From an optimization exercise on the open Yosys and OpenROAD flow, aimed at small area, a short achievable clock period and few clock cycles; shortcuts taken in it are not production practice. Power figures rest on the tool's default switching activity, not on a simulated workload.

the reference run:
==> flow/design.v <==
package rfsc_pkg;
	localparam logic [1:0] OP_TICK  = 2'd0;
	localparam logic [1:0] OP_PLAY  = 2'd1;
	localparam logic [1:0] OP_STOP  = 2'd2;
	localparam logic [1:0] OP_WRITE = 2'd3;
	localparam logic [1:0] EV_ACT        = 2'd0;
	localparam logic [1:0] EV_DEACT      = 2'd1;
	localparam logic [1:0] EV_NONE_FOUND = 2'd2;
endpackage
module round_filtered_step_chaser_core (
	input  logic        clk,
	input  logic        arst_n,
	input  logic        cfg_we,
	input  logic [4:0]  cfg_wdata,
	input  logic        s_tvalid,
	output logic        s_tready,
	input  logic [1:0]  s_tuser,
	input  logic [71:0] s_tdata,
	output logic        m_tvalid,
	input  logic        m_tready,
	output logic [1:0]  m_tuser,
	output logic [23:0] m_tdata,
	output logic        m_tlast
);
	localparam logic [14:0] RN_TOP = 15'h7fff;
	logic [15:0] t_dm  [16];   
	logic [14:0] t_lo  [16];
	logic [14:0] t_hi  [16];
	logic [1:0]  t_fl  [16];
	logic [3:0]  last_q;       
	logic        playing_q;
	logic        srch_q;       
	logic        dq_q;         
	logic [7:0]  cnt_q;        
	logic [16:0] el_q;
	logic [17:0] rem_q;        
	logic        dfl_q;        
	logic [3:0]  cp_q;         
	logic [15:0] ch_q;
	logic [14:0] cr_q;
	logic        inc_q;        
	logic [14:0] clo_q;        
	logic [14:0] chi_q;
	logic        cact_q;
	logic [15:0] cdm_q;
	logic        cdfl_q;
	logic        ov_q;         
	logic [1:0]  ok_q;
	logic [3:0]  os_q;
	logic [14:0] or_q;
	logic        ol_q;
	logic        pv_q;         
	logic [3:0]  ps_q;         
	logic        accept;
	logic        op_tick, op_play, op_stop, op_write;
	assign s_tready = !srch_q && !pv_q && (!ov_q || m_tready);
	assign accept   = s_tvalid && s_tready;
	assign op_tick  = accept && (s_tuser == rfsc_pkg::OP_TICK);
	assign op_play  = accept && (s_tuser == rfsc_pkg::OP_PLAY);
	assign op_stop  = accept && (s_tuser == rfsc_pkg::OP_STOP);
	assign op_write = accept && (s_tuser == rfsc_pkg::OP_WRITE);
	logic [3:0]  w_idx;
	logic [15:0] w_dur, w_min, w_ex, w_max;
	logic [15:0] w_dm;
	logic [14:0] lo_m, hi_m, w_lo, w_hi;
	logic        ex_on, never;
	assign w_idx = s_tdata[3:0];
	assign w_dur = s_tdata[19:4];
	assign w_min = s_tdata[35:20];
	assign w_ex  = s_tdata[51:36];
	assign w_max = s_tdata[67:52];
	assign w_dm  = w_dur - 16'd1;
	assign lo_m  = w_min[15] ? 15'd0 : w_min[14:0];
	assign hi_m  = w_max[15] ? RN_TOP : w_max[14:0];
	assign ex_on = !w_ex[15];
	assign never = (w_max[15] && (w_max != 16'hffff)) || (w_ex[15] && (w_ex != 16'hffff)) ||
		(ex_on && ((w_ex[14:0] < lo_m) || (w_ex[14:0] > hi_m)));
	assign w_lo  = ex_on ? w_ex[14:0] : lo_m;
	assign w_hi  = never ? 15'd0 : (ex_on ? w_ex[14:0] : hi_m);
	always_ff @(posedge clk) begin
		for (int i = 0; i < 16; i++) begin
			if (op_write && (w_idx == 4'(i))) begin
				t_dm[i] <= w_dm;
				t_lo[i] <= w_lo;
				t_hi[i] <= w_hi;
				t_fl[i] <= s_tdata[69:68];
			end
		end
	end
	logic [15:0] below;      
	always_comb for (int i = 0; i < 16; i++) below[i] = 4'(i) < last_q;
	logic        hit;
	logic        wrap;
	logic [3:0]  np;
	logic [15:0] nh;           
	logic [14:0] nr;
	logic [3:0]  cur;          
	logic [14:0] rn;           
	assign hit  = (cr_q >= clo_q) && (cr_q <= chi_q);
	assign wrap = !(|(ch_q & below));
	assign np   = wrap ? 4'd0 : cp_q + 4'd1;
	assign nh   = {ch_q[14:0] & below[14:0], wrap};
	assign nr   = (wrap && (cr_q != RN_TOP)) ? cr_q + 15'd1 : cr_q;
	assign cur  = (cp_q == 4'd0) ? last_q : cp_q - 4'd1;
	assign rn   = inc_q ? cr_q - 15'd1 : cr_q;
	logic [14:0] n_lo, n_hi;
	logic        n_act;
	logic [15:0] n_dm;
	logic        n_dfl;
	always_comb begin
		n_lo  = '0;
		n_hi  = '0;
		n_act = 1'b0;
		n_dm  = '0;
		n_dfl = 1'b0;
		for (int i = 0; i < 16; i++) begin
			n_lo  = n_lo  | (t_lo[i] & {15{nh[i]}});
			n_hi  = n_hi  | (t_hi[i] & {15{nh[i]}});
			n_act = n_act | (t_fl[i][0] & nh[i]);
			n_dm  = n_dm  | (t_dm[i] & {16{nh[i]}});
			n_dfl = n_dfl | (t_fl[i][1] & nh[i]);
		end
	end
	logic        adv;
	logic        sat;
	logic        try_c;        
	logic        nf;           
	logic        to_first;     
	logic [16:0] el_adv;
	logic [17:0] rem_adv;
	logic [17:0] cdm_x;        
	assign sat      = &el_q;
	assign adv      = rem_q[17];
	assign el_adv   = ~rem_q[16:0] + {16'd0, !sat};
	assign cdm_x    = {{2{cdm_q == 16'hffff}}, cdm_q};
	assign rem_adv  = cdm_x + rem_q + {17'd0, sat};
	assign try_c    = srch_q || (op_tick && playing_q && adv) || (op_play && !playing_q);
	assign nf       = srch_q && !hit && (cnt_q == 8'h80);
	assign to_first = (op_stop && playing_q) || nf;
	logic deact_ev;
	logic [3:0] old;
	assign deact_ev = srch_q ? dq_q : (op_tick && dfl_q);
	assign old      = srch_q ? ps_q : cur;
	always_ff @(posedge clk or negedge arst_n) begin
		if (!arst_n) begin
			last_q    <= 4'd0;
			playing_q <= 1'b0;
			srch_q    <= 1'b0;
			cp_q      <= 4'd0;
			ch_q      <= 16'd1;
			cr_q      <= 15'd1;
			ov_q      <= 1'b0;
			pv_q      <= 1'b0;
		end else begin
			if (cfg_we) begin
				if (cfg_wdata == 5'd0) last_q <= 4'd0;
				else if (cfg_wdata > 5'd16) last_q <= 4'd15;
				else last_q <= 4'(cfg_wdata - 5'd1);
			end
			if (ov_q && m_tready) begin
				ov_q <= pv_q;
				pv_q <= 1'b0;
			end
			if (op_play && !playing_q) playing_q <= 1'b1;
			if (op_stop && playing_q) begin
				playing_q <= 1'b0;
				if (dfl_q) ov_q <= 1'b1;
			end
			if (try_c) begin
				srch_q <= !hit && !nf;
				if (hit) begin
					if (cact_q || deact_ev) ov_q <= 1'b1;
					pv_q <= cact_q && deact_ev;
				end else if (nf) begin
					playing_q <= 1'b0;
					ov_q      <= 1'b1;
				end
			end
			if (to_first) begin
				cp_q <= 4'd0;
				ch_q <= 16'd1;
				cr_q <= 15'd1;
			end else if (try_c) begin
				cp_q <= np;
				ch_q <= nh;
				cr_q <= nr;
			end
		end
	end
	always_ff @(posedge clk) begin
		if (op_tick && playing_q) begin
			if (adv) begin
				el_q  <= el_adv;
				rem_q <= rem_adv;
			end else begin
				el_q  <= el_q + 17'd1;
				rem_q <= rem_q - 18'd1;
			end
		end
		if (op_play && !playing_q) begin
			el_q  <= 17'd0;
			rem_q <= cdm_x;
		end
		if (srch_q) rem_q <= cdm_x - {1'b0, el_q};
		if (op_write && (w_idx == cur)) begin
			rem_q <= {2'b00, w_dur} + ~{1'b0, el_q};
			dfl_q <= s_tdata[69];
		end
		if (to_first) begin
			clo_q  <= t_lo[0];
			chi_q  <= t_hi[0];
			cact_q <= t_fl[0][0];
			cdm_q  <= t_dm[0];
			cdfl_q <= t_fl[0][1];
		end else if (try_c) begin
			clo_q  <= n_lo;
			chi_q  <= n_hi;
			cact_q <= n_act;
			cdm_q  <= n_dm;
			cdfl_q <= n_dfl;
			inc_q  <= wrap && (cr_q != RN_TOP);
		end else if (op_write && (w_idx == cp_q)) begin
			clo_q  <= w_lo;
			chi_q  <= w_hi;
			cact_q <= s_tdata[68];
			cdm_q  <= w_dm;
			cdfl_q <= s_tdata[69];
		end
		if (ov_q && m_tready) begin
			ok_q <= rfsc_pkg::EV_DEACT;
			os_q <= ps_q;
			ol_q <= 1'b1;
		end
		if (op_stop && playing_q) begin
			ok_q <= rfsc_pkg::EV_DEACT;
			os_q <= cur;
			or_q <= rn;
			ol_q <= 1'b1;
		end
		if (try_c) begin
			if (!srch_q) begin
				dq_q   <= op_tick && dfl_q;
				ps_q   <= cur;
				cnt_q  <= 8'h01;
			end else begin
				cnt_q  <= {cnt_q[6:0], cnt_q[7] ^ cnt_q[5] ^ cnt_q[4] ^ cnt_q[3]};
			end
			ok_q <= (cact_q || nf) ? {nf, 1'b0} : rfsc_pkg::EV_DEACT;
			os_q <= (cact_q || nf) ? cp_q : old;
			or_q <= cr_q;
			ol_q <= !(cact_q && deact_ev) || nf;
			dfl_q <= cdfl_q;
		end
	end
	assign m_tvalid = ov_q;
	assign m_tuser  = ok_q;
	assign m_tdata  = {5'd0, or_q, os_q};
	assign m_tlast  = ol_q;
endmodule
make LEC_CHECK=0 CAP_MARGIN=20 CORE_MARGIN=2 CORE_UTILIZATION=40 SETUP_SLACK_MARGIN=2.6 SLEW_MARGIN=20 finish   # period 5.0 ns
run.sh (not shown) runs the stock make flow with config.mk's settings and CLKGATE_MAP_FILE= SYNTH_SCRIPT=/design/flow/synth_recipe.tcl, a recipe that flattens the netlist after the stock synthesis.
Relative to the reference run, the following input files were edited for the trial run:
--- a/flow/design.v
+++ b/flow/design.v
@@ -32,8 +32,9 @@
 	logic        srch_q;       
 	logic        dq_q;         
 	logic [7:0]  cnt_q;        
 	logic [16:0] el_q;
+	logic        sat_q;        
 	logic [17:0] rem_q;        
 	logic        dfl_q;        
 	logic [3:0]  cp_q;         
 	logic [15:0] ch_q;
@@ -128,9 +129,9 @@
 	logic        to_first;     
 	logic [16:0] el_adv;
 	logic [17:0] rem_adv;
 	logic [17:0] cdm_x;        
-	assign sat      = &el_q;
+	assign sat      = sat_q;
 	assign adv      = rem_q[17];
 	assign el_adv   = ~rem_q[16:0] + {16'd0, !sat};
 	assign cdm_x    = {{2{cdm_q == 16'hffff}}, cdm_q};
 	assign rem_adv  = cdm_x + rem_q + {17'd0, sat};
@@ -190,16 +191,19 @@
 	always_ff @(posedge clk) begin
 		if (op_tick && playing_q) begin
 			if (adv) begin
 				el_q  <= el_adv;
+				sat_q <= sat ? (rem_q[16:0] == 17'd0) : (rem_q[16:0] == 17'd1);
 				rem_q <= rem_adv;
 			end else begin
 				el_q  <= el_q + 17'd1;
+				sat_q <= el_q == 17'h1fffe;
 				rem_q <= rem_q - 18'd1;
 			end
 		end
 		if (op_play && !playing_q) begin
 			el_q  <= 17'd0;
+			sat_q <= 1'b0;
 			rem_q <= cdm_x;
 		end
 		if (srch_q) rem_q <= cdm_x - {1'b0, el_q};
 		if (op_write && (w_idx == cur)) begin
Results
Compared with the reference run, the trial run improves clock period minus final worst setup slack.
The trial run | status: complete | timing, DRC, antenna: pass
Share of the cycle needed by the critical path after routing delta for the trial run relative to the reference run: 23 points lower
Compared with the reference run, the trial run shows slack of the worst reg-to-reg path higher by 1.13 ns.
The trial run against the reference run: count of cells along the worst register-to-register path fell by 8; area after synthesis now smaller; maximum clock frequency rose 36%; sequential-cell power consumption essentially unchanged; worst setup slack increased 1.13 ns.
Die area delta (the trial run − the reference run): favourable
In the trial run, gate count of the mapped netlist is lower than in the reference run.
No functional check of the RTL was part of any run of this note.

-- afterwards: timing with drivers on the ports --
In the flow no input, the clock included, has a driving cell. The finished layouts below were timed again as built, in two steps.
Step 1 (the two cells are an assumption about what drives the block):
set clk [get_ports {clk}]
set_driving_cell -lib_cell sky130_fd_sc_hd__clkbuf_16 $clk
set_driving_cell -lib_cell sky130_fd_sc_hd__buf_2 [delete_from_list [all_inputs] $clk]
Step 2 adds t to the input delays and takes it off the output delays; t is the mean of the earliest and latest rising clock arrival at the registers after step 1. Input paths then give back, and output paths get back, about the clock's delay inside the block.
Slacks: ideal / step 1 / step 2; pairs: ideal / step 1.
run | shift t [ns] | setup slack, ns | clock arrival spread, ns | worst slew at a driven data input, ns
the reference run | 0.743 | 0.701 / 0.701 / 0.701 | 0.045 / 0.046 | 0.17
the trial run | 0.762 | 1.828 / 1.828 / 1.334 | 0.052 / 0.052 | 0.13
After both steps every run listed still meets setup and hold. For the trial run, which loses most, drivers alone change the setup slack by 0.000 ns; drivers and shift together by -0.494 ns.
